Background: an optimization exercise with open tools, aiming at small area, a short achievable clock period and few clock cycles. Do not read the settings as production practice.
In this exercise RTL edits were held to simulation tests only and were not proved equivalent to the original.

==> sierra: inputs <==
Design ray_bounce_path_in_box, start of the top module:
module ray_bounce_path_in_box (
    input  wire                 i_clk,
    input  wire                 i_rst_n,
    input  wire                 i_cfg_we,
    input  rbp_pkg::t_cfg_idx   i_cfg_idx,
    input  rbp_pkg::t_cfg_data  i_cfg_data,
    input  wire                 i_in_valid,
    output logic                o_in_stall,
    input  rbp_pkg::t_coord16   i_start_x,
    input  rbp_pkg::t_coord16   i_start_y,
    input  rbp_pkg::t_coord16   i_aim_x,
    input  rbp_pkg::t_coord16   i_aim_y,
    output logic                o_out_valid,
    input  wire                 i_out_stall,
    output rbp_pkg::t_coord16   o_seg_start_x,
    output rbp_pkg::t_coord16   o_seg_start_y,
    output rbp_pkg::t_coord16   o_seg_end_x,
    output rbp_pkg::t_coord16   o_seg_end_y,
    output rbp_pkg::t_seg_num   o_segment_number,
    output logic                o_over_speed,
    output logic                o_last_segment
);
    localparam logic [33:0] K_RST = 34'd256000000;   
    localparam logic [4:0] S_IDLE = 5'd0;
    localparam logic [4:0] S_SQ1  = 5'd1;
    localparam logic [4:0] S_SQ2  = 5'd2;
    localparam logic [4:0] S_SQ3  = 5'd3;
    localparam logic [4:0] S_NODV = 5'd4;
    localparam logic [4:0] S_PREP = 5'd5;
    localparam logic [4:0] S_MUL  = 5'd6;
    localparam logic [4:0] S_XM1  = 5'd7;
    localparam logic [4:0] S_XM2  = 5'd8;
    localparam logic [4:0] S_XM3  = 5'd9;
    localparam logic [4:0] S_XCMP = 5'd10;
    localparam logic [4:0] S_DIV  = 5'd11;
  ...
clock: 12.5 ns
lec_check: 0
cap_margin: 20
core_margin: 2
core_utilization: 40
setup_slack_margin: 5
slew_margin: 20
run.sh (not shown) runs the stock make flow with config.mk's settings and CLKGATE_MAP_FILE= SYNTH_SCRIPT=/design/flow/synth_recipe.tcl, a recipe that flattens the netlist after the stock synthesis.
==> juniper: changes against sierra <==
==> flow/flow/run.sh (new file) <==
#!/bin/bash
set -euo pipefail
bash standard.sh SETUP_SLACK_MARGIN=6.5 finish > standard.log 2>&1
==> flow/standard.sh (new file) <==
#!/bin/bash
# synth_recipe.tcl (not shown) runs the flow's synth.tcl, then flattens the netlist and writes it again
# the make line also repeats each setting of config.mk as NAME=value (left out here)
make -C /OpenROAD-flow-scripts/flow DESIGN_CONFIG=/design/flow/config.mk WORK_HOME=/design/flow/orfs CLKGATE_MAP_FILE= SYNTH_SCRIPT=/design/flow/synth_recipe.tcl "${@:-finish}"
SETUP_SLACK_MARGIN = not set   (was 5)
removed: flow/run.sh
==> delta: changes against sierra <==
--- a/flow/design.v
+++ b/flow/design.v
@@ -130,21 +130,21 @@
     logic               r_c_pdiv;            
     logic signed [15:0] r_sx, r_sy, r_ex, r_ey;
     logic               r_pxn, r_pyn;        
     logic [2:0]         r_k;
     logic               r_over;
     logic [1:0]         r_ovs;               
     logic [15:0]        r_ma, r_mb;          
-    logic               r_macc;              
     logic [32:0]        r_prod;              
     logic [32:0]        r_p1;                
     logic [15:0]        r_dd;                
     logic [17:0]        r_dd3;               
     logic               r_qneg;              
     logic               r_ovf;               
+    logic               r_skip;              
     logic [1:0]         r_cnt;
     logic               r_side;              
     logic               r_xright;            
     logic               r_ybot;              
     logic               r_p1neg, r_p2neg;    
     logic               r_testr;             
     logic               r_rdet, r_rval;      
@@ -153,15 +153,15 @@
     logic               r_kexact, r_kdirty, r_ksat;
     logic [1:0]         r_kchunk;
     logic               r_ov;
     logic signed [15:0] r_osx, r_osy, r_oex, r_oey;
     logic [2:0]         r_ok;
     logic               r_oover, r_olast;
     logic [32:0] w_mul;
-    assign w_mul = 33'(r_ma * r_mb) + (r_macc ? r_p1 : 33'd0);
+    assign w_mul = 33'(r_ma * r_mb);
     logic [31:0] w_dstep;
     always_comb begin
         logic [15:0] rr, zz;
         logic [17:0] x;
         logic [18:0] t1, t2, t3;
         rr = r_prod[31:16];
         zz = r_prod[15:0];
@@ -255,14 +255,20 @@
         end else if (w_ldet && w_rdet) begin
             w_hk     = w_rval ? 2'd1 : 2'd2;
             w_hright = 1'b1;
         end else begin
             w_hk = 2'd3;
         end
     end
+    logic w_skside, w_sktb, w_tbskip;
+    assign w_skside = (w_ady[15:12] == 4'd0) &&
+                      (w_hright ? (!w_rsn && w_rgt) : ((w_lsn || w_lsz) && w_lft));
+    assign w_sktb   = (w_adx[15:12] == 4'd0) &&
+                      (w_top ? (w_tsn || w_tsz) : (!w_bsn && w_bot));
+    assign w_tbskip = r_p1[31:12] < {4'b0, w_ady};
     logic w_mlt, w_mgt, w_lt, w_gt, w_sidehit;
     assign w_mlt = r_p1 < r_prod;
     assign w_mgt = r_p1 > r_prod;
     assign w_lt  = r_p1neg ? w_mgt : w_mlt;
     assign w_gt  = r_p1neg ? w_mlt : w_mgt;
     assign w_sidehit = r_testr ? w_gt : w_lt;
     logic [15:0] w_alsx, w_arsx, w_aysy, w_amsel;
@@ -314,16 +320,18 @@
     assign w_abase = (w_fin ? r_side : !r_c_sq2) ? r_sy : r_sx;
     logic signed [21:0] w_asum0, w_asum1;
     assign w_asum0 = 22'(w_abase) + (w_aneg ? ~{2'b0, w_av} : {2'b0, w_av});
     assign w_asum1 = 22'(w_abase) + (w_aneg ? ~{2'b0, w_av} : {2'b0, w_av}) + 22'sd1;
     assign w_asum  = (w_aneg ^ w_rb) ? w_asum1 : w_asum0;
     assign w_res   = (w_fin && r_ovf) ? (r_qneg ? 16'sh8000 : 16'sh7fff) : sat16(w_asum);
     logic w_ovnow;
+    logic [33:0] w_psq;
+    assign w_psq   = {1'b0, r_p1} + {1'b0, r_prod};
     assign w_ovnow = (r_ovs == 2'd0) ? r_over :
-                     (({1'b0, r_p1} > r_kth) || (r_kexact && ({1'b0, r_p1} == r_kth)));
+                     ((w_psq > r_kth) || (r_kexact && (w_psq == r_kth)));
     logic signed [16:0] w_px, w_py;
     assign w_px = 17'(i_start_x) - 17'(i_aim_x);
     assign w_py = 17'(i_start_y) - 17'(i_aim_y);
     logic w_ofree;
     assign w_ofree = !r_ov || !i_out_stall;
     logic w_acc;
     assign w_acc = i_in_valid && !o_in_stall;
@@ -382,31 +390,27 @@
                         nst  = S_SQ2;
                     end
                 end
                 S_SQ2: begin
                     r_ex   <= w_res;
                     r_ma   <= r_p1[31:16];
                     r_mb   <= r_p1[31:16];
-                    r_macc <= 1'b0;
                     nst    = S_SQ3;
                 end
                 S_SQ3: begin
                     r_ey   <= w_res;
                     r_p1   <= w_mul;
                     r_ma   <= r_p1[15:0];
                     r_mb   <= r_p1[15:0];
-                    r_macc <= 1'b1;
                     nst    = S_PREP;
                 end
                 S_PREP: begin
                     if (r_ovs == 2'd2) begin
-                        r_p1  <= w_mul;
                         r_ovs <= 2'd1;
                     end
-                    r_macc <= 1'b0;
                     r_ybot <= !w_top;
                     case (w_hk)
                         2'd0: begin
                             if (w_ofree && r_ovs != 2'd2) begin
                                 r_ov    <= 1'b1;
                                 nst     = S_IDLE;
                                 if (w_acc && r_prev) begin
@@ -420,28 +424,30 @@
                                 r_side   <= 1'b1;
                                 r_xright <= w_hright;
                                 nst      = S_NODV;
                             end else begin
                                 r_side   <= 1'b1;
                                 r_xright <= w_hright;
                                 r_ma     <= w_amsel;
-                                r_mb     <= w_ady;
+                                r_mb     <= w_skside ? {w_ady[11:0], 4'b0} : w_ady;
+                                r_skip   <= w_skside;
                                 r_dd     <= w_adx;
                                 r_qneg   <= w_nmsel ^ w_dy[16] ^ w_dx[16];
                                 nst      = S_MUL;
                             end
                         end
                         2'd2: begin
                             if (w_dyz) begin
                                 r_side <= 1'b0;
                                 nst    = S_NODV;
                             end else begin
                                 r_side <= 1'b0;
                                 r_ma   <= w_amsel;
-                                r_mb   <= w_adx;
+                                r_mb   <= w_sktb ? {w_adx[11:0], 4'b0} : w_adx;
+                                r_skip <= w_sktb;
                                 r_dd   <= w_ady;
                                 r_qneg <= w_nmsel ^ w_dx[16] ^ w_dy[16];
                                 nst    = S_MUL;
                             end
                         end
                         default: begin
                             r_ma    <= w_amsel;
@@ -452,15 +458,18 @@
                             r_rval  <= w_rval;
                             nst     = S_XM1;
                         end
                     endcase
                 end
                 S_MUL: begin
                     r_dd3  <= w_d3;
-                    r_cnt  <= '0;
+                    r_cnt  <= r_skip ? 2'd1 : 2'd0;
+                    if (r_skip) begin
+                        r_ovf <= 1'b0;
+                    end
                     nst    = S_DIV;
                 end
                 S_XM1: begin
                     r_ma    <= w_amsel;
                     r_mb    <= w_ady;
                     r_p2neg <= w_nmsel;
                     nst     = S_XM2;
@@ -491,19 +500,24 @@
                         r_p2neg <= w_nmsel;
                         nst     = S_XM3;
                     end else if (!r_testr && r_rval) begin
                         r_side   <= 1'b1;
                         r_xright <= 1'b1;
                         r_ma     <= w_amsel;
                         r_mb     <= w_ady;
+                        r_skip   <= 1'b0;
                         r_qneg   <= w_nmsel ^ w_dy[16] ^ w_dx[16];
                         nst      = S_MUL;
                     end else begin
                         r_side <= 1'b0;
-                        r_prod <= r_p1;
+                        r_prod <= w_tbskip ? {1'b0, r_p1[27:0], 4'b0} : r_p1;
+                        r_cnt  <= w_tbskip ? 2'd1 : 2'd0;
+                        if (w_tbskip) begin
+                            r_ovf <= 1'b0;
+                        end
                         r_dd   <= w_ady;
                         r_dd3  <= w_d3;
                         r_qneg <= r_p1neg;
                         nst    = S_DIV;
                     end
                 end
                 S_DIV: begin
@@ -552,15 +566,14 @@
                     end
                     nst = S_RW;
                 end
                 S_RW: nst = S_PREP;
                 S_KA: begin
                     r_ma   <= r_lim;
                     r_mb   <= r_lim;
-                    r_macc <= 1'b0;
                     nst    = S_KB;
                 end
                 S_KB: begin
                     nst = S_KC;
                 end
                 S_KC: begin
                     if (r_lim == 16'd0) begin
@@ -618,15 +631,14 @@
                 r_sx  <= i_start_x;
                 r_sy  <= i_start_y;
                 r_p1  <= {1'b0, mag17(w_px), mag17(w_py)};
                 r_pxn <= w_px[16];
                 r_pyn <= w_py[16];
                 r_ma  <= 16'(r_gain);
                 r_mb  <= mag17(w_px);
-                r_macc <= 1'b0;
                 r_ovs <= 2'd2;
             end
             if (w_kwrite) begin
                 nkdirty = 1'b1;
                 if (r_st >= S_KA) begin
                     nst = S_KA;
                 end
@@ -638,14 +650,15 @@
                 r_prod <= w_mul;
             end
             r_c_fin  <= (nst == S_FIN);
             r_c_sq2  <= (nst == S_SQ2);
             r_c_sq3  <= (nst == S_SQ3);
             r_c_nodv <= (nst == S_NODV);
             r_c_pmul <= (nst == S_SQ1) || (nst == S_SQ2) || (nst == S_MUL) || (nst == S_XM1) ||
+                        ((nst == S_PREP) && (r_st == S_SQ3)) ||
                         (nst == S_XM2) || (nst == S_XM3) || (nst == S_KB);
             r_c_pdiv <= (nst == S_DIV) || (nst == S_KD1) || (nst == S_KD2);
             r_st     <= nst;
             r_kdirty <= nkdirty;
             r_finacc <= ((nst == S_FIN) && w_lastnext) ||
                         ((nst == S_PREP) && (r_st != S_SQ3) && w_none_comb);
             r_stall  <= !((nst == S_IDLE) || ((nst == S_FIN) && w_lastnext) ||
ABC_AREA = 1   (was not set)
==> qor summary <==
item                                                                            delta                  juniper                   sierra
Diodes inserted                                                                    23                       17                       11
Met3 track utilization from global routing                                      13.9%                    15.1%                    12.4%
Number of buffers created by CTS                                                   61                       56                       52
Maximum number of pins on one net before global-route repair                       87                      131                       75
Overall via count from detail_route                                             66.6k                    60.9k                    58.9k
Core occupancy in the finished layout                                           44.7%                    49.9%                    45.3%
Max Fclk                                                                      135 MHz                  148 MHz                  136 MHz
Xor/xnor share of the synthesized area                                          4.63%                    5.56%                    5.56%
Detailed-router iteration count before antenna repair                               8                       11                        9
Floorplan die area                                                        152000 um^2              143000 um^2              143000 um^2
Routability-driven placement congestion ratio                                    1.11                     1.11                     1.08
Met1 layer wirelength in the final routing                                  143000 um                109000 um                110000 um
Number of post-CTS setup repair buffers                                             1                      275                       80
Width of the die                                                               390 um                   378 um                   378 um
Worst slack, placed                                                           5050 ps                  4420 ps                  4030 ps
Non-Filler Instances                                                            11.0k                     9403                     9045
Die extent in y                                                                390 um                   378 um                   378 um
Dpl cells                                                                       10.8k                     8824                     8828
Gate count of the mapped netlist                                                 8864                     6950                     6950
GR met1 Demand/Resource                                                         60.7%                    50.1%                    50.1%
Fin crit period                                                               7430 ps                  6760 ps                  7350 ps
Status                                                        complete, no violations  complete, no violations  complete, no violations
Critical path origin                                                          r_ey[0]                  r_ma[6]                  r_sx[8]
Testbench counts of sierra, summed over its fixed seeds: cycles 18,669.
Testbench counts of juniper, summed over its fixed seeds: cycles 18,669.
Testbench counts of delta, summed over its fixed seeds: cycles 17,728.

[static timing again, ports no longer ideal]
The results above use ideal ports. As a check the final layouts listed here were re-extracted and re-timed, cells and wires unchanged.
Step 1: set_driving_cell puts a clkbuf_16 on i_clk and a buf_2 on each other input, an assumption about the parent block.
Step 2 times the ports against the registers' clock, not the clock port: input delays grow and output delays shrink by t, the midpoint of the rising clock arrivals with the driver on.
Three values: ideal ports, drivers, drivers and shift; two values: the first two.
run | t (ns) | slack for setup (ns) | worst hold slack (ns) | worst register clock-pin slew, ns
sierra | 0.750 | 5.148 / 5.148 / 4.925 | 0.451 / 0.451 / 0.451 | 0.07 / 0.07
juniper | 0.771 | 5.738 / 5.738 / 5.464 | 0.454 / 0.454 / 0.454 | 0.07 / 0.07
delta | 0.821 | 5.075 / 5.075 / 5.075 | 0.464 / 0.464 / 0.464 | 0.08 / 0.08
After both steps setup and hold are still met in every run listed. For juniper, which loses most, drivers alone change the setup slack by 0.000 ns; drivers and shift together by -0.274 ns.
